This is an optimization exercise on Yosys and OpenROAD, whose aim is small area, a short achievable clock period and few clock cycles per item, not a production implementation.
Function was checked by simulation only, so behaviour that the tests miss may differ from the original.

## flow/design.v

```verilog
module deconvolution #(
  parameter int M = 6,
  parameter int N = 8
) (
  input  logic                 clk,
  input  logic                 rst,
  input  logic                 b_we,
  input  logic [$clog2(N)-1:0] b_addr,
  input  logic signed [15:0]   b_wdata,
  input  logic                 start,
  input  logic                 y_valid,
  output logic                 y_ready,
  input  logic signed [31:0]   y_data,
  output logic                 a_valid,
  input  logic                 a_ready,
  output logic signed [15:0]   a_data,
  output logic                 busy,
  output logic                 done,
  output logic                 div_err,
  output logic                 sat,
  output logic                 rem_err
);
  localparam int AW = 35;           
  logic signed [15:0] r_b [1:7];    
  logic [7:0]         r_bv;         
  logic               r_b0s;        
  logic signed [15:0] r_a [0:5];
  logic               r_busy, r_done, r_div_err, r_sat, r_rem_err;
  logic               r_dz;         
  logic [3:0]         f_n;          
  logic [2:0]         f_k;          
  logic [2:0]         f_j;          
  logic signed [15:0] b_op;
  logic [7:0]         bo_one, bo_two, bo_neg;    
  logic signed [31:0] y_reg;
  logic               x_valid, x_first, x_last, x_head, x_n12;
  logic signed [AW-1:0] acc;
  logic               w_chk, w_n12, r_tail_done;
  logic [15:0]        dvs;          
  logic [16:0]        dvs3;         
  logic [2:0]         d_cyc;        
  logic [17:0]        d_p;
  logic [15:0]        d_ql;
  logic               d_ovf, d_neg;
  logic [2:0]         n_a;          
  logic [2:0]         n_out;        
  logic [AW-1:0]        w_pp [0:7];
  logic [AW-1:0]        w_k;
  logic signed [AW-1:0] w_base, w_sum;
  logic [AW-2:0]        w_mag;
  always_comb begin
    w_k = '0;
    for (int i = 0; i < 8; i++) begin
      logic [17:0] m, s;
      m = ({18{bo_one[i]}} & {{2{b_op[15]}}, b_op}) | ({18{bo_two[i]}} & {b_op[15], b_op, 1'b0});
      s = m ^ {18{bo_neg[i]}};
      w_pp[i] = AW'({~s[17], s[16:0]}) << (2*i);
      w_k     = w_k + (AW'(bo_neg[i]) << (2*i)) - (AW'(1) << (17 + 2*i));
    end
  end
  assign w_base = x_first ? AW'(y_reg) : acc;
  assign w_sum  = w_base + w_pp[0] + w_pp[1] + w_pp[2] + w_pp[3] + w_pp[4] + w_pp[5] +
                  w_pp[6] + w_pp[7] + w_k;
  assign w_mag  = w_sum[AW-1] ? 34'(-w_sum) : w_sum[AW-2:0];
  function automatic logic [30:0] dstep(input logic [30:0] pq, input logic [15:0] dv,
                                        input logic [16:0] dv3);
    logic [16:0] v;
    logic [17:0] t1, t2, t3;
    logic [14:0] p;
    logic [1:0]  q;
    v  = {pq[30:16], pq[15:14]};
    t1 = {1'b0, v} - {2'b0, dv};
    t2 = {1'b0, v} - {1'b0, dv, 1'b0};
    t3 = {1'b0, v} - {1'b0, dv3};
    if (!t3[17])      begin q = 2'd3; p = t3[14:0]; end
    else if (!t2[17]) begin q = 2'd2; p = t2[14:0]; end
    else if (!t1[17]) begin q = 2'd1; p = t1[14:0]; end
    else              begin q = 2'd0; p = v[14:0];  end
    dstep = {p, pq[13:0], q};
  endfunction
  logic        w_ovf, w_dfin, w_qbig, w_asat, w_lo0;
  logic [30:0] w_pq;
  logic [11:0] w_qhi, w_qhi_n;
  logic [3:0]  w_qlo, w_qlo_n;
  logic signed [15:0] w_aval;
  assign w_ovf  = (d_p >= {2'd0, dvs});
  assign w_pq   = dstep(dstep({d_p[14:0], d_ql}, dvs, dvs3), dvs, dvs3);
  assign w_dfin = (d_cyc == 3'd4);
  assign w_qhi   = d_ql[11:0];
  assign w_qhi_n = -w_qhi;
  assign w_qlo   = w_pq[3:0];
  assign w_qlo_n = -w_qlo;
  assign w_lo0   = (w_qlo == 4'd0);
  assign w_qbig  = w_qhi[11] && (!d_neg || w_qhi[10:0] != 11'd0 || !w_lo0);
  assign w_asat  = d_ovf || w_qbig;
  assign w_aval  = w_asat ? (d_neg ? 16'sh8000 : 16'sh7fff) :
                   d_neg  ? {(w_lo0 ? w_qhi_n : ~w_qhi), w_qlo_n} : {w_qhi, w_qlo};
  logic [2:0]  w_kmax_n1, w_kmin;
  logic [3:0]  w_n1;
  logic        w_f_first, w_f_last, w_f_ok, w_f_go, w_byp;
  always_comb begin
    w_kmin    = (f_n < 4'd6) ? ((f_n == 4'd0) ? 3'd0 : 3'd1) : 3'(f_n - 4'd5);
    w_f_first = (f_n < 4'd7) ? (f_k == 3'(f_n)) : (f_k == 3'd7);
    w_f_last  = (f_k == w_kmin);
    w_byp     = w_dfin && (f_j == n_a);
    w_f_ok    = (f_n == 4'd0) || (f_j < n_a) || w_byp;
    w_f_go    = r_busy && (f_n != 4'd13) && w_f_ok && (!w_f_first || y_valid);
    w_n1      = f_n + 4'd1;
    w_kmax_n1 = (w_n1 < 4'd7) ? w_n1[2:0] : 3'd7;
  end
  logic [16:0] w_ae;
  assign w_ae = {((f_n == 4'd0) ? 16'sd0 : (w_byp ? w_aval : r_a[f_j])), 1'b0};
  assign y_ready = r_busy && (f_n != 4'd13) && w_f_first && w_f_ok;
  logic w_a_hs, w_fin;
  assign a_valid = r_busy && (n_out < n_a);
  assign a_data  = a_valid ? r_a[n_out] : 16'sd0;
  assign w_a_hs  = a_valid && a_ready;
  assign w_chk   = x_valid && x_last && !x_head;
  assign w_n12   = x_valid && x_last && x_n12;
  assign w_fin   = r_busy && (r_dz || ((w_n12 || r_tail_done) &&
                              (n_out == 3'd6 || (n_out == 3'd5 && w_a_hs))));
  assign busy    = r_busy;
  assign done    = r_done;
  assign div_err = r_div_err;
  assign sat     = r_sat;
  assign rem_err = r_rem_err;
  logic        w_b0z;
  logic [15:0] w_bwm;
  assign w_b0z = (b_we && b_addr == 3'd0) ? (b_wdata == 16'sd0) : (!r_bv[0] || dvs == 16'd0);
  assign w_bwm = b_wdata[15] ? 16'(-b_wdata) : 16'(b_wdata);
  always_ff @(posedge clk or negedge rst) begin
    if (!rst) begin
      r_bv        <= '0;
      r_busy      <= 1'b0;
      r_done      <= 1'b0;
      r_div_err   <= 1'b0;
      r_sat       <= 1'b0;
      r_rem_err   <= 1'b0;
      r_dz        <= 1'b0;
      f_n         <= 4'd13;
      f_k         <= '0;
      f_j         <= '0;
      x_valid     <= 1'b0;
      x_first     <= 1'b0;
      x_last      <= 1'b0;
      x_head      <= 1'b0;
      x_n12       <= 1'b0;
      r_tail_done <= 1'b0;
      d_cyc       <= '0;
      n_a         <= '0;
      n_out       <= '0;
    end else begin
      r_done <= 1'b0;
      if (!r_busy) begin
        if (b_we) r_bv[b_addr] <= 1'b1;
        if (start) begin
          r_busy      <= 1'b1;
          r_dz        <= w_b0z;
          r_div_err   <= w_b0z;
          r_sat       <= 1'b0;
          r_rem_err   <= 1'b0;
          f_n         <= w_b0z ? 4'd13 : 4'd0;
          f_k         <= '0;
          f_j         <= '0;
          r_tail_done <= 1'b0;
          n_a         <= '0;
          n_out       <= '0;
        end
        x_valid <= 1'b0;
        d_cyc   <= '0;
      end else begin
        x_valid <= w_f_go;
        x_first <= w_f_go && w_f_first;
        if (w_f_go) begin
          x_last  <= w_f_last;
          x_head  <= (f_n < 4'd6);
          x_n12   <= (f_n == 4'd12);
          if (w_f_last) begin
            f_n <= w_n1;
            f_k <= w_kmax_n1;
            f_j <= (w_n1 < 4'd7) ? 3'd0 : 3'(w_n1 - 4'd7);
          end else begin
            f_k <= f_k - 3'd1;
            f_j <= f_j + 3'd1;
          end
        end
        if (w_chk && w_sum != '0) r_rem_err <= 1'b1;
        if (w_n12) r_tail_done <= 1'b1;
        if (x_valid && x_last && x_head) d_cyc <= 3'd1;
        else if (w_dfin)                  d_cyc <= 3'd0;
        else if (d_cyc != 3'd0)           d_cyc <= d_cyc + 3'd1;
        if (w_dfin) begin
          n_a <= n_a + 3'd1;
          if (w_asat) r_sat <= 1'b1;
        end
        if (w_a_hs) n_out <= n_out + 3'd1;
        if (w_fin) begin
          r_busy <= 1'b0;
          r_done <= 1'b1;
          f_n    <= 4'd13;
        end
      end
    end
  end
  always_ff @(posedge clk) begin
    if (!r_busy && b_we && b_addr != 3'd0) r_b[b_addr] <= b_wdata;
    if (!r_busy && b_we && b_addr == 3'd0) begin
      r_b0s <= b_wdata[15];
      dvs   <= w_bwm;
    end
    if (r_busy && f_n == 4'd0) dvs3 <= {1'b0, dvs} + {dvs, 1'b0};
    for (int i = 0; i < 8; i++) begin
      bo_one[i] <= w_f_go & (w_ae[2*i] ^ w_ae[2*i+1]);
      bo_two[i] <= w_f_go & ((w_ae[2*i+2] & ~w_ae[2*i+1] & ~w_ae[2*i]) |
                             (~w_ae[2*i+2] & w_ae[2*i+1] & w_ae[2*i]));
      bo_neg[i] <= ~w_ae[2*i+2];
    end
    b_op  <= (f_k != 3'd0 && r_bv[f_k]) ? r_b[f_k] : 16'sd0;
    y_reg <= y_data;
    acc <= w_sum;
    if (x_valid && x_last && x_head) begin
      d_p   <= w_mag[33:16];
      d_ql  <= w_mag[15:0];
      d_neg <= w_sum[AW-1] ^ r_b0s;
    end else begin
      d_p  <= {3'd0, w_pq[30:16]};
      d_ql <= w_pq[15:0];
    end
    if (d_cyc == 3'd1) d_ovf <= w_ovf;
    if (w_dfin) r_a[n_a] <= w_aval;
  end
endmodule
```

## flow/run.sh

```bash
#!/bin/bash
# synth_recipe.tcl (not shown) runs the flow's synth.tcl, then flattens the netlist and writes it again
# the make line also repeats each setting of config.mk as NAME=value (left out here)
make -C /OpenROAD-flow-scripts/flow DESIGN_CONFIG=/design/flow/config.mk WORK_HOME=/design/flow/orfs CLKGATE_MAP_FILE= SYNTH_SCRIPT=/design/flow/synth_recipe.tcl finish
```

## flow/config.mk

```make
export PLATFORM = sky130hd
export DESIGN_NAME = deconvolution
export DESIGN_NICKNAME = deconvolution
export VERILOG_FILES = /design/flow/design.v
export SDC_FILE = /design/flow/constraint.sdc
export NUM_CORES = 4
export LEC_CHECK = 0
export ABC_AREA = 1
export CAP_MARGIN = 20
export CORE_MARGIN = 2
export CORE_UTILIZATION = 70
export CTS_CLUSTER_DIAMETER = 100
export CTS_CLUSTER_SIZE = 24
export SETUP_SLACK_MARGIN = 5
export SLEW_MARGIN = 20
export TNS_END_PERCENT = 20
```

## flow/constraint.sdc

```tcl
create_clock -name core_clock -period 12.0 [get_ports {clk}]
set_input_delay 2.4000 -clock core_clock [delete_from_list [all_inputs] [get_ports {clk}]]
set_output_delay 2.4000 -clock core_clock [all_outputs]
set_load 0.01 [all_outputs]
```

==> results of run 1 <==
## cell families (layout without fill, tap and decap cells)
family          after synthesis  in the layout  synth area share (%)
buf+inv                     664            741                  7.74
flops                       423            423                  33.7
xor+xnor                    296            296                  8.04
compound gates              884            884                  15.0
simple gates               1327           1327                  16.8
mux                           9              9                 0.273
fa+ha+maj                   411            411                  18.5
## synthesized netlist by cell type, types with 7 or more instances
cell / count
clkbuf_1: 104
a31oi_1: 11
nor2_1: 288
xor2_1: 234
o21ai_1: 15
o21ai_0: 299
edfxtp_1: 244
or2_2: 12
a21o_1: 15
buf_2: 14
ha_1: 284
nor3_1: 40
xnor2_1: 57
nand3b_1: 7
o31ai_1: 15
o211ai_1: 23
a211oi_1: 7
nand2_2: 11
dfrtp_1: 35
nand3_1: 123
inv_1: 498
buf_1: 20
o21bai_1: 14
inv_2: 14
o22ai_1: 129
a21oi_1: 306
nor2_2: 7
nand4_1: 34
nand2_1: 774
fa_1: 127
mux2i_1: 9
a311oi_1: 12
dfxtp_1: 141
## critical path, delay by kind of cell, from the launching register on
| family | cells | cell delay, ps |
|---|---|---|
| adders and majority gates | 6 | 2910 |
| and+or+nand+nor | 9 | 1200 |
| AOI/OAI and AO/OA | 5 | 1010 |
| buffers and inverters | 5 | 730 |
| xor gates and xnor gates | 2 | 420 |
| DFF | 1 | 360 |
## per-stage QoR
step                      setup slack, ps  instances  hold slack, ps  util (%)
after floorplan                      5970       4014             416         -
after global placement               4300       4571             432      73.3
after detailed placement             4150       4571             456      73.3
after CTS                            4990       4622             479      75.2
after global routing                 4920       4698             495      76.8
final                                5210       4698             473      76.8
## what timing repair did
item,CTS,global route
gates cloned,0,3
setup buffers,7,73
pin swaps,0,2
resized for setup,15,50
setup endpoints to repair,139,144
## routing by layer
metal,track usage (%),vias to the layer above,routed length [um]
li1,-,13500,-
met1,52.9,14000,38700
met5,0,-,0
met3,9.15,426,12400
met2,62.9,2061,45700
met4,16.0,0,4970
## layout make-up
class,instances,area (um^2)
well taps,607,759
clock inverters,9,130
fillers,3214,10800
repair buffers,175,1530
inverters,519,2050
flip-flops and latches,423,11100
multi-input cells,2927,19500
repair inverters,3,17.5
clock buffers,35,642
## final timing paths
check	start	endpoint	cells past startpoint
worst max-delay path	bo_one[6]$_DFF_P_	r_rem_err$_DFFE_PN0P_	27
worst min-delay path	r_bv[6]$_DFFE_PN0P_	r_bv[6]$_DFFE_PN0P_	2
worst max register to register	bo_one[6]$_DFF_P_	r_rem_err$_DFFE_PN0P_	27
worst min register to register	r_bv[6]$_DFFE_PN0P_	r_bv[6]$_DFFE_PN0P_	2
max in group asynchronous	rst	f_k[2]$_DFFE_PN0P_	1
min in group asynchronous	rst	r_dz$_DFFE_PN0P_	1
==> results.yml, run 1 <==
placed_design:
  gp_congestion: 1.00
  hpwl_um: 74500
  placed_area_um2: 34100
  io_buffers: 79
global_routing:
  antenna_found_initial: 0
  grtUsageTotal_pct: 39.7
  grt_max_degree: 72
  grt_overflow: 0
  grt_pass1_wl_um: 155000
  grt_pass1_vias: 28900
logic_synthesis:
  synth_warnings: 2
  yosys.area.top_type: "edfxtp_1"
  ys_seq_area_share_pct: 33.7
  yosys-top-cells-area: "edfxtp_1, ha_1, nand2_1, dfxtp_1, fa_1"
  syn_nets: 4482
  async_reset_ff_share_pct: 8.98
  yosysTopAreaCellShare_pct: 22.2
  synth_area_um2: 33000
  synth_ff_type: "edfxtp_1"
  synthCells: 4014
  synth_seq_cells: 423
  synth.distinct_cells: 69
  avgSynthCellArea_um2: 8.22
  synth_edf_count: 244
timing:
  hold_viol: 0
  skew_ps: 21.3
  setup_viol: 0
  rsz0062_at_grt: "true"
  period_needed_ps: 6790
  fin_crit_sh_pct: 56.5
  tightest_slew_ps: 1200
  timing.setup.tns_ps: 0
  fmax_mhz: 147
  slew_headroom_pct: 19.7
  drv_slew: 0
critical_path:
  cp-end-kind: "register"
  cp_max_fo: 15
  startpoint_type: "register"
  slowest_delay_ps: 540
  worst_path_max_delay_cell: "fa_1"
  r2r_slack_ps: 5210
  cp.required_ps: 12470
  critical_path_class: "register to register"
  arrival_ps: 7250
job:
  maxCapViolCount: 0
die:
  ios: 80
  num_rows: 79
  die_w_um: 221
  coreArea_um2: 46600
  die_h_um: 221
  initial_core_util_pct: 70.9
  die_area_um2: 48900
outcome:
  status: "complete, no violations"
finish:
  area_growth_pct: 8.42
  antenna_cells: 0
  final_cell_mix: "nand2_1, inv_1, a21oi_1"
  final_common_cell: "nand2_1"
  finalInstanceArea_um2: 35800
  largest_register_ffs: 112
  final_nets: 4541
  top_register: "r_b"
  layout-drive-gt1-share_pct: 6.65
  top_regs: "r_b (112), r_a (96), acc (35)"
min_path:
  hp-class: "register to register"
routing:
  avgViaCountPerCell: 6.39
  wl_um: 102000
  wl_per_cell_um: 21.7
  drt-initial-drc-count: 4221
  drt.antenna.violating_nets: 0
  vias: 30000
  drc: 0
  firstDrtPassIters: 7
clock_network:
  clockRootBuffer: "clkbuf_16"
  postCtsHoldBufs: 0
  cts_tree: "built"
  clk_latency_ps: 610
  clk_pin_slew_ps: 90
  cts_num_sinks: 423
  cts_buffers: 24
  cts_buffer_depth: 3
  h-tree-depth: 1
Testbench counts, summed over its fixed seeds: cycles 10,792, frames 192.
==> run 2, diff against run 1 <==
--- a/flow/config.mk
+++ b/flow/config.mk
@@ -14,3 +14,2 @@
 export SETUP_SLACK_MARGIN = 5
 export SLEW_MARGIN = 20
-export TNS_END_PERCENT = 20
==> results.yml, run 2 <==
outcome:
  status: "complete, no violations"
timing:
  period_needed_ps: 6830
  rsz0062_at_grt: "false"
  fin_crit_sh_pct: 56.9
  drv_slew: 0
  hold_viol: 0
  tightest_slew_ps: 1190
  slew_headroom_pct: 20.5
  setup_viol: 0
  timing.setup.tns_ps: 0
  skew_ps: 31.5
  fmax_mhz: 146
die:
  coreArea_um2: 46600
  initial_core_util_pct: 70.9
  num_rows: 79
  die_w_um: 221
  die_h_um: 221
  ios: 80
  die_area_um2: 48900
critical_path:
  cp_max_fo: 13
  critical_path_class: "register to register"
  critPathMostFrequentCell: "fa_1"
  cp-end-kind: "register"
  startpoint_type: "register"
  cp.required_ps: 12470
  path_cells: "clkinvlp_4 > xor2_1 > fa_1 > inv_1 > fa_1 > fa_1 > fa_1 > inv_1 > fa_1 > inv_1 > ha_1 > a21oi_1 > o21ai_0 > a21oi_1 > nand2_1 > nand2_1 > nand2_1 > xor2_1 > nor2_1 > nand3_1 > nor3_2 > nand3_1 > o21ai_2 > o21ai_0"
  worst_path_max_delay_cell: "dfxtp_2"
  arrival_ps: 7300
  slowest_delay_ps: 670
placed_design:
  hpwl_um: 74500
  gp_congestion: 1.00
  io_buffers: 79
finish:
  final_common_cell: "nand2_1"
  utilization_pct: 76.9
  top_regs: "r_b (112), r_a (96), acc (35)"
  fill_cells: 3211
  final_cell_mix: "nand2_1, inv_1, a21oi_1"
  final_nets: 4543
  layout-drive-gt1-share_pct: 6.72
  largest_register_ffs: 112
  antenna_cells: 0
  top_register: "r_b"
  area_growth_pct: 8.53
min_path:
  hp-class: "register to register"
global_routing:
  grt_max_degree: 72
  antenna_found_initial: 0
  grtUsageTotal_pct: 39.7
  grt_pass1_wl_um: 155000
  grt_pass1_vias: 28900
  grt_overflow: 0
logic_synthesis:
  synth_warnings: 2
  syn_nets: 4482
  async_reset_ff_share_pct: 8.98
  ys_seq_area_share_pct: 33.7
  synth.distinct_cells: 69
  yosys-top-cells-area: "edfxtp_1, ha_1, nand2_1, dfxtp_1, fa_1"
  synth_seq_cells: 423
  avgSynthCellArea_um2: 8.22
  yosysTopAreaCellShare_pct: 22.2
  yosys.area.top_type: "edfxtp_1"
  synth_area_um2: 33000
  synthCells: 4014
  synth_commonest_cells: "nand2_1, inv_1, a21oi_1"
  synth_edf_count: 244
  synth.most_common_cell: "nand2_1"
  synth_ff_type: "edfxtp_1"
clock_network:
  clk_pin_slew_ps: 90
  cts_num_sinks: 423
  cts_buffers: 24
  postCtsHoldBufs: 0
  h-tree-depth: 1
  clockRootBuffer: "clkbuf_16"
  cts_buffer_depth: 3
  cts_tree: "built"
  clk_latency_ps: 610
routing:
  vias: 30000
  drt-initial-drc-count: 4458
  drt.antenna.violating_nets: 0
  wl_per_cell_um: 21.5
  firstDrtPassIters: 6
  drc: 0
  wl_um: 101000
  avgViaCountPerCell: 6.38
job:
  maxCapViolCount: 0
## run 2: cell types whose count changed in the layout (fill, tap and decap cells not counted), sizes merged
cell,delta
clkinvlp,+1
inv,-2
buf,+3
## run 2: per-layer routing
metal  wire length, um  global-route usage, %  part of all wire (%)  up-vias
li1                  -                      -                     -    13500
met1             38500                   52.8                    38    13900
met2             45500                   62.9                    45     2126
met3             12500                   9.31                    12      406
met4              4740                   16.1                   4.7        0
met5                 0                      0                     0        -
## run 2: timing repair
| action | in CTS | in global routing |
|---|---|---|
| gates cloned | 0 | 2 |
| setup endpoints to repair | 139 | 142 |
| endpoints found under the hold margin | 0 | 0 |
| gates resized for setup | 15 | 51 |
| buffers inserted | 9 | 74 |
| pin swaps | 0 | 2 |
## run 2: area by class of cell
| type | count | area, um^2 | share of cell area [%] |
|---|---|---|---|
| timing repair inverter | 2 | 12.5 | 0.0349 |
| multi-input combinational | 2927 | 19500 | 54.5 |
| tap | 607 | 759 | 2.12 |
| clock inverter | 9 | 130 | 0.363 |
| timing repair buffer | 178 | 1570 | 4.38 |
| clock buffer | 35 | 642 | 1.79 |
| inverter | 519 | 2050 | 5.74 |
| sequential | 423 | 11100 | 31.1 |
## run 2: through the flow
step	hold slack, ps	setup WS (ps)	cell area, um^2	cells
after global routing	495	4920	35800	4700
after global placement	432	4300	34100	4571
after floorplan	416	5970	33000	4014
final	472	5170	35800	4700
after detailed placement	456	4150	34100	4571
after CTS	479	5060	35000	4624
## run 2: final timing paths
check	cells past startpoint	slack, ps	from	endpoint
worst max-delay path	24	5170	bo_neg[5]$_DFF_P_	r_rem_err$_DFFE_PN0P_
worst max register to register	24	5170	bo_neg[5]$_DFF_P_	r_rem_err$_DFFE_PN0P_
worst min register to register	2	470	r_bv[6]$_DFFE_PN0P_	r_bv[6]$_DFFE_PN0P_
worst min-delay path	2	470	r_bv[6]$_DFFE_PN0P_	r_bv[6]$_DFFE_PN0P_
min in group asynchronous	1	1900	rst	r_sat$_DFFE_PN0P_
max in group asynchronous	1	9490	rst	f_k[2]$_DFFE_PN0P_
## run 2: critical path, delay by kind of cell (launching register included)
family                     cells  cell delay (ps)
adders and majority gates      6             2940
DFF                            1              670
AOI/OAI and AO/OA              5             1010
xor gates and xnor gates       2              450
buffers and inverters          4              530
and+or+nand+nor                7             1070
## run 2: cell families after synthesis
logic type,Yosys count,share of synthesized area [%]
AND/OR/NAND/NOR,1327,16.8
AO/OA/AOI/OAI,884,15.0
buffers and inverters,664,7.74
flip-flops,423,33.7
adder cells (fa/ha/maj),411,18.5
XOR/XNOR,296,8.04
multiplexers,9,0.273
==> run 3, diff against run 2 <==
--- a/flow/config.mk
+++ b/flow/config.mk
@@ -10,6 +10,4 @@
 export CORE_MARGIN = 2
 export CORE_UTILIZATION = 70
-export CTS_CLUSTER_DIAMETER = 100
-export CTS_CLUSTER_SIZE = 24
 export SETUP_SLACK_MARGIN = 5
 export SLEW_MARGIN = 20
==> results.yml, run 3 <==
die:
  die_area_um2: 48900
  initial_core_util_pct: 70.9
  coreArea_um2: 46600
  die_h_um: 221
  die_w_um: 221
  num_rows: 79
  ios: 80
timing:
  setup_viol: 0
  hold_viol: 0
  fmax_mhz: 146
  holdWs_ps: 466
  tightest_slew_ps: 1170
  rsz0062_at_grt: "true"
  drv_slew: 0
  skew_ps: 47.7
  slew_headroom_pct: 22.0
  fin_crit_sh_pct: 57.1
  period_needed_ps: 6850
  timing.setup.tns_ps: 0
global_routing:
  use_met2_pct: 64.4
  grt_pass1_vias: 29500
  use_met3_pct: 10.6
  antenna_found_initial: 0
  busiest_layer: "met2"
  grt_max_degree: 72
  grtUsageTotal_pct: 40.9
  use_met1_pct: 53.5
  grt_overflow: 0
  grt_pass1_wl_um: 159000
critical_path:
  r2r-start: "b_op[4]$_SDFF_PN0_"
  cp_max_fo: 23
  cp-end-kind: "output pin"
  arrival_ps: 4450
  startpoint_type: "register"
  critical_path_class: "register to output pin"
  cp.required_ps: 9600
  critical_path.startpoint: "n_out[1]$_DFFE_PN0P_"
routing:
  drc: 0
  drt-initial-drc-count: 4540
  avgViaCountPerCell: 6.43
  drt.antenna.violating_nets: 0
  wl_per_cell_um: 22.0
  vias: 30500
  firstDrtPassIters: 11
  wl_um: 104000
clock_network:
  cts_tree: "built"
  cts_buffers: 47
  clockRootBuffer: "clkbuf_16"
  clk_pin_slew_ps: 60
  cts_buffer_depth: 3
  clk_latency_ps: 630
  postCtsHoldBufs: 0
  cts_num_sinks: 423
  h-tree-depth: 2
min_path:
  worstHoldStart: "r_bv[6]$_DFFE_PN0P_"
  hp-class: "register to register"
placed_design:
  hpwl_um: 74500
  placed_area_um2: 34100
  dp.cells: 4571
  io_buffers: 79
  gp_congestion: 1.00
logic_synthesis:
  avgSynthCellArea_um2: 8.22
  synth_commonest_cells: "nand2_1, inv_1, a21oi_1"
  yosys.area.top_type: "edfxtp_1"
  ys_seq_area_share_pct: 33.7
  synth_ff_type: "edfxtp_1"
  syn_nets: 4482
  synth.distinct_cells: 69
  async_reset_ff_share_pct: 8.98
  synth_seq_cells: 423
  synth_warnings: 2
  yosys-top-cells-area: "edfxtp_1, ha_1, nand2_1, dfxtp_1, fa_1"
  synth_area_um2: 33000
  synthCells: 4014
  synth_edf_count: 244
  yosysTopAreaCellShare_pct: 22.2
  synth.most_common_cell: "nand2_1"
finish:
  final_nets: 4569
  top_regs: "r_b (112), r_a (96), acc (35)"
  top_register: "r_b"
  area_growth_pct: 10.7
  antenna_cells: 0
  largest_register_ffs: 112
  final_common_cell: "nand2_1"
  final_cell_mix: "nand2_1, inv_1, a21oi_1"
  fill_cells: 3079
  stdcell_count: 4745
  layout-drive-gt1-share_pct: 7.59
  finalInstanceArea_um2: 36500
outcome:
  status: "complete, no violations"
job:
  maxCapViolCount: 0
[run 3: worst paths after layout]
kind                            slack [ps]               endpoint  cells after the start
worst max register to register        5200  r_rem_err$_DFFE_PN0P_                     26
max in group asynchronous             9490     f_k[2]$_DFFE_PN0P_                      1
worst max-delay path                  5150              a_data[0]                      9
worst min-delay path                   470    r_bv[6]$_DFFE_PN0P_                      2
min in group asynchronous             1900       r_busy$_DFF_PN0_                      1
worst min register to register         470    r_bv[6]$_DFFE_PN0P_                      2
[run 3: cell type report]
type | instances | area, um^2 | area share (%)
Clock buffer | 53 | 1220 | 3.34
Clock inverter | 33 | 272 | 0.744
Inverter | 519 | 2040 | 5.60
Multi-Input combinational cell | 2927 | 19500 | 53.5
Sequential cell | 423 | 11100 | 30.4
Tap cell | 607 | 759 | 2.08
Timing Repair Buffer | 179 | 1560 | 4.28
Timing Repair inverter | 4 | 25.0 | 0.0685
[run 3: cells by family after synthesis]
family                   Yosys count  synth area share, %
AND/OR/NAND/NOR                 1327                 16.8
flip-flops                       423                 33.7
adder cells (fa/ha/maj)          411                 18.5
buffers and inverters            664                 7.74
AO/OA/AOI/OAI                    884                 15.0
multiplexers                       9                0.273
XOR/XNOR                         296                 8.04
[run 3: routing by layer]
layer	vias to the layer above	part of all wire (%)
met3	457	13
met4	0	4.9
met5	-	0
met1	14200	37
met2	2255	45
li1	13600	-
[run 3: worst max-delay path, stage by stage, from the launching register on]
cell             delay, ps
dfrtp_1               1040
ha_1                   380
o21ai_0                 70
inv_1                   60
o21ai_0                170
nand2_1                 80
nor2_1                 310
inv_1                  450
a311oi_1               590
clkdlybuf4s50_1        680
[run 3: metrics by stage]
stage	utilization (%)	worst slack (ps)
2_1_floorplan	-	5970
3_3_place_gp	73.3	4300
3_5_place_dp	73.3	4150
4_1_cts	76.7	5020
5_1_grt	78.4	4920
6_report	78.4	5150
[run 3: timing repair]
item,4_1_cts,5_1_grt
pin swaps,0,2
endpoints found under the setup margin,138,146
gates resized for setup,14,49
cloned,0,4
setup buffers,7,77
==> run 4, diff against run 3 <==
--- a/flow/config.mk
+++ b/flow/config.mk
@@ -10,4 +10,6 @@
 export CORE_MARGIN = 2
 export CORE_UTILIZATION = 70
+export CTS_CLUSTER_DIAMETER = 110
+export CTS_CLUSTER_SIZE = 28
 export SETUP_SLACK_MARGIN = 5
 export SLEW_MARGIN = 20
==> results.yml, run 4 <==
outcome:
  status: "complete, no violations"
finish:
  area_growth_pct: 8.51
  top_register: "r_b"
  finalInstanceArea_um2: 35800
  antenna_cells: 0
  final_nets: 4549
  utilization_pct: 76.9
  largest_register_ffs: 112
  final_common_cell: "nand2_1"
  final_cell_mix: "nand2_1, inv_1, a21oi_1"
  layout-drive-gt1-share_pct: 7.01
  top_regs: "r_b (112), r_a (96), acc (35)"
logic_synthesis:
  synthAdderAreaFrac_pct: 18.5
  yosys.area_share.simple_pct: 16.8
  yosysTopAreaCellShare_pct: 22.2
  synth_warnings: 2
  yosys-top-cells-area: "edfxtp_1, ha_1, nand2_1, dfxtp_1, fa_1"
  synth_commonest_cells: "nand2_1, inv_1, a21oi_1"
  synth.most_common_cell: "nand2_1"
  avgSynthCellArea_um2: 8.22
  synth_mux_area_share_pct: 0.273
  synth_seq_cells: 423
  synthCells: 4014
  ys_seq_area_share_pct: 33.7
  synth_xor_area_share_pct: 8.04
  synth_edf_count: 244
  syn_nets: 4482
  async_reset_ff_share_pct: 8.98
  synth_area_um2: 33000
  yosys.area.top_type: "edfxtp_1"
  synth.distinct_cells: 69
  synth-compound-area-share_pct: 15.0
  synth_ff_type: "edfxtp_1"
  synth_top_family_by_area: "adder cells"
die:
  initial_core_util_pct: 70.9
  die_w_um: 221
  die_h_um: 221
  coreArea_um2: 46600
  die_area_um2: 48900
  ios: 80
  num_rows: 79
job:
  maxCapViolCount: 0
clock_network:
  cts_num_sinks: 423
  cts_buffer_depth: 3
  clockRootBuffer: "clkbuf_16"
  postCtsHoldBufs: 0
  h-tree-depth: 1
  clk_latency_ps: 600
  clk_pin_slew_ps: 100
  cts_buffers: 20
  cts_tree: "built"
routing:
  wl_per_cell_um: 21.7
  drc: 0
  wl_um: 102000
  vias: 30000
  drt.antenna.violating_nets: 0
  drt-initial-drc-count: 4471
  avgViaCountPerCell: 6.39
  firstDrtPassIters: 8
global_routing:
  grt_pass1_wl_um: 155000
  antenna_found_initial: 0
  grt_max_degree: 72
  grt_overflow: 0
  grt_pass1_vias: 28700
  grtUsageTotal_pct: 39.7
timing:
  period_needed_ps: 6820
  rsz0062_at_grt: "false"
  tightest_slew_ps: 1150
  skew_ps: 57.6
  setup_viol: 0
  layout_setup_ws_ps: 5180
  slew_headroom_pct: 23.1
  fin_crit_sh_pct: 56.8
  timing.setup.tns_ps: 0
  drv_slew: 0
  fmax_mhz: 147
  hold_viol: 0
critical_path:
  critical_path_class: "register to output pin"
  critPathTopFamily: "buffers and inverters"
  slowest_delay_ps: 1030
  cp.required_ps: 9600
  critPathBufInv: 3
  cp-end-kind: "output pin"
  worst_path_max_delay_cell: "dfrtp_1"
  cp_max_fo: 23
  path_cells: "ha_1 > o21ai_0 > inv_1 > o21ai_0 > nand2_1 > nor2_1 > inv_1 > a311oi_1 > clkdlybuf4s50_1"
  arrival_ps: 4420
  startpoint_type: "register"
placed_design:
  place_ws_ps: 4150
  placed_area_um2: 34100
  gp_congestion: 1.00
  io_buffers: 79
  hpwl_um: 74500
min_path:
  hp-class: "register to register"
-- run 4: worst register-to-register path, stage by stage, from the launching register on --
cell        delay (ps)
dfxtp_2            440
clkinvlp_4         280
buf_4              240
o22ai_1            180
xor2_1             230
fa_1               440
inv_1               80
fa_1               440
fa_1               480
fa_1               560
inv_1               70
fa_1               540
inv_1               40
ha_1               360
a21oi_1            230
o21ai_0            170
a21oi_1            200
nand2_1            140
nand2_1             80
nand2_1             80
xor2_1             190
nor2_1             200
nand3_1            150
nor3_2             250
nand3_1            150
o21ai_2            300
o21ai_0            130
-- run 4: through the flow --
| stage | std cells | hold WS [ps] |
|---|---|---|
| after global placement | 4571 | 432 |
| after global routing | 4702 | 497 |
| after detailed placement | 4571 | 456 |
| final | 4702 | 476 |
| after CTS | 4613 | 481 |
| after floorplan | 4014 | 416 |
-- run 4: cells by family after synthesis --
family          after synthesis
xor+xnor                    296
flops                       423
fa+ha+maj                   411
mux                           9
simple gates               1327
compound gates              884
buf+inv                     664
-- run 4: final timing paths --
kind | start | endpoint | slack (ps) | cells past startpoint
worst max register to register | b_op[4]$_SDFF_PN0_ | r_rem_err$_DFFE_PN0P_ | 5190 | 26
min in group asynchronous | rst | n_out[1]$_DFFE_PN0P_ | 1910 | 1
max in group asynchronous | rst | f_k[2]$_DFFE_PN0P_ | 9500 | 1
worst min-delay path | r_bv[6]$_DFFE_PN0P_ | r_bv[6]$_DFFE_PN0P_ | 480 | 2
worst min register to register | r_bv[6]$_DFFE_PN0P_ | r_bv[6]$_DFFE_PN0P_ | 480 | 2
worst max-delay path | n_out[1]$_DFFE_PN0P_ | a_data[0] | 5180 | 9
-- run 4: what timing repair did --
item	CTS	global route
pin swaps	0	5
setup buffers	6	85
resized for setup	16	62
cloned	0	4
setup endpoints to repair	140	146
-- run 4: area by class of cell --
cell class,instances,area [um^2]
fill,3229,10800
clock inverter,7,114
timing repair buffer,186,1620
sequential,423,11100
tap,607,759
multi-input combinational,2928,19600
clock buffer,29,534
timing repair inverter,3,15.0
inverter,519,2050
-- run 4: routing by layer --
metal  track usage (%)  vias to the layer above  routed length, um
li1                  -                    13500                  -
met1              53.4                    14100              38900
met2              62.8                     2060              45900
met3              8.70                      389              12600
met4              15.7                        0               4740
met5                 0                        -                  0

## afterwards: timing with drivers on the ports
The flow's constraints put no driver on any port. The routed layouts listed below were extracted and timed again, unchanged, in two steps.
Step 1 sets driving cells, clkbuf_16 on the clock port and buf_2 on the other inputs (assumed; they add their load-dependent delay and slew).
Step 2, shift: input delay + t, output delay - t, t = (earliest + latest rising clock arrival at the registers) / 2. This alone moves slack from input paths to output paths.
Slacks: ideal ports / drivers / drivers and shift; pairs: ideal ports / drivers.
run | t (ns) | setup WS [ns] | worst data-port slew with drivers (ns)
run 1 | 0.659 | 5.214 / 5.180 / 5.214 | 0.06
run 2 | 0.657 | 5.167 / 5.125 / 5.167 | 0.06
run 3 | 0.672 | 5.154 / 5.091 / 5.197 | 0.07
run 4 | 0.633 | 5.184 / 5.123 / 5.191 | 0.06
After both steps every run listed still meets setup and hold.
